From an optimization exercise on the open Yosys and OpenROAD flow, aimed at small area, a short achievable clock period and few clock cycles per item; shortcuts taken in it are not production practice.
Where RTL was checked, it was by simulation tests only, not by an equivalence proof against the original.
Power and IR drop assume default switching activity.

== run a ==
==> flow/design.v (excerpt) <==
module coalescing_priority_event_queue #(
    parameter int QUEUE_DEPTH = 16
) (
    input  logic              i_clk,
    input  logic              i_rst_n,
    input  logic              i_req_valid,
    output logic              o_req_stall,
    input  logic [22:0]       i_req,
    output logic              o_rsp_valid,
    input  logic              i_rsp_stall,
    output logic [30:0]       o_rsp
);
Size: about 480 flip-flops, about 60 I/O pins, roughly 0.026 mm² of cells after synthesis.
clock: 3.6 ns
lec_check: 0
cap_margin: 20
core_margin: 2
core_utilization: 50
setup_slack_margin: 1.5
slew_margin: 20
run.sh (not shown) runs the stock make flow with config.mk's settings and CLKGATE_MAP_FILE= SYNTH_SCRIPT=/design/flow/synth_recipe.tcl, a recipe that flattens the netlist after the stock synthesis.
Run a reached the final stage; the timing, design-rule and antenna checks on its layout passed.
Testbench counts of run a, summed over its fixed seeds: cycles 32,016, requests 32,000.
Here is what was changed in the inputs of run b compared with run a.
- SETUP_SLACK_MARGIN now 1.6, was 1.5
[summary]
[compare] base=run a new=run b: measured slew at the worst slew-check pin down 0.021 ns, total power has increased, growth of design area from synthesis to finish rose 1.3 points. Compared with run a, in run b flip-flop and latch count level, first-pass GRT wire length level, minimum clock period after layout moved down. The final cell count of run a and that of run b are within noise of each other. Going from run a to run b, multi-input logic area climbed 91 µm²; die area level; via total after detailed routing went up by 95. Comparing run a and run b, the lower post-route worst setup slack was measured on run a.


coalescing_priority_event_queue, a different RTL version from the one above (not shown whole).
Size in the first run: roughly 3,000 cells after synthesis, about 60 I/O pins.
export LEC_CHECK = 0
export CAP_MARGIN = 20
export CORE_MARGIN = 2
export CORE_UTILIZATION = 50
export SETUP_SLACK_MARGIN = 1.6
export SLEW_MARGIN = 20
create_clock -name core_clock -period 3.6 [get_ports {i_clk}]
Edit:
--- a/flow/config.mk
+++ b/flow/config.mk
@@ -9,4 +9,4 @@
 export CORE_MARGIN = 2
 export CORE_UTILIZATION = 50
-export SETUP_SLACK_MARGIN = 1.6
+export SETUP_SLACK_MARGIN = 1.8
 export SLEW_MARGIN = 20
After rerunning:
- wire length came out higher by 9.3%
- final area went up by 7.5%
- combinational power is higher by 14%
- critical path depth rose by 3
No run of this note included a check of the RTL's function; only the layout flow was run.


RTL: one of the versions met above, not the one the previous note started from.
Size in the first run: roughly 3000 cells after synthesis, ~480 flip-flops, roughly 60 I/O pins.
clock: 3.6 ns
lec_check: 0
cap_margin: 20
core_margin: 2
core_utilization: 50
setup_slack_margin: 1.7
slew_margin: 20
Testbench counts at the start, summed over its fixed seeds: cycles 32,016, requests 32,000.
Next try:
Settings changed: CTS_CLUSTER_DIAMETER set to 60, CTS_CLUSTER_SIZE set to 20.
The new run finished clean; routed wire length decreases by 1.4%; power decreases by about 4%; fmax increases by 2.8%; die area stays the same.
Next try:
Settings changed: SETUP_SLACK_MARGIN 1.7 to 1.6.
Result:
- The changed run completed without violations
- power fell slightly
- count of clock-buffer cells in the layout goes down by 2
- cell area went down slightly
- sequential cell count does not change
- setup slack is worse by 0.063 ns
- via count drops slightly
- wire length hardly moves
- worst hold slack got worse by 0.016 ns
- synthesized area does not change
- register-to-register slack loses 0.05 ns


== v6 ==
Another version of the RTL of coalescing_priority_event_queue (not shown whole).
For scale: roughly 2900 cells after synthesis, ~490 flip-flops, roughly 60 I/O pins, about 26000 µm² of cells after synthesis.
make LEC_CHECK=0 CAP_MARGIN=20 CORE_MARGIN=2 CORE_UTILIZATION=50 SETUP_SLACK_MARGIN=1.45 SLEW_MARGIN=20 finish   # period 3.6 ns
Testbench counts of v6, summed over its fixed seeds: cycles 32,016, requests 32,000.
#### Input delta (v7 over v6)
Settings: a change of SETUP_SLACK_MARGIN from 1.45 to 1.6.
Results
r_b_entry[20]$_DFFE_PN_ as the start point of the critical path was reported by v6, and r_b_eq[2]$_DFFE_PN_ by v7.
v7 against v6: worst setup slack after layout +47 ps; count of plain and timing-repair buffers +46; fmax +10 MHz.
The worst hold slack was comparable across v6 and v7.
v6 → v7: total via count after detailed routing went up, cell area after placement went down about 0.3%.

## re-timing with driven ports
In the flow no input, the clock included, has a driving cell. The finished layouts below were timed again as built, in two steps. Step 1 sets driving cells, clkbuf_16 on the clock port and buf_2 on the other inputs (assumed; they add their load-dependent delay and slew). Step 2 also shifts input and output timing later by t, the mid clock arrival at the registers, as if the neighbouring blocks saw the same clock. Slacks: no drivers / after step 1 / after step 2; pairs: no drivers / after step 1.
run	shift t [ns]	setup WS [ns]	latest minus earliest clock arrival (ns)	worst data-port slew with drivers (ns)
run a	0.684	1.510 / 1.490 / 0.880	0.037 / 0.037	0.05
run b	0.687	1.558 / 1.558 / 0.967	0.034 / 0.034	0.04
the first run of note 2	0.686	1.514 / 1.514 / 0.883	0.031 / 0.032	0.05
the second run of note 2	0.675	1.598 / 1.589 / 0.956	0.016 / 0.016	0.08
the first run of note 3	0.679	1.604 / 1.604 / 1.060	0.030 / 0.031	0.03
the second run of note 3	0.664	1.657 / 1.646 / 1.083	0.020 / 0.020	0.04
the third run of note 3	0.662	1.594 / 1.574 / 0.970	0.030 / 0.030	0.05
v6	0.684	1.419 / 1.419 / 0.831	0.012 / 0.011	0.04
v7	0.690	1.466 / 1.466 / 0.941	0.018 / 0.018	0.04
After both steps every run listed still meets setup and hold. For the second run of note 2, which loses most, drivers alone change the setup slack by -0.009 ns; drivers and shift together by -0.642 ns.
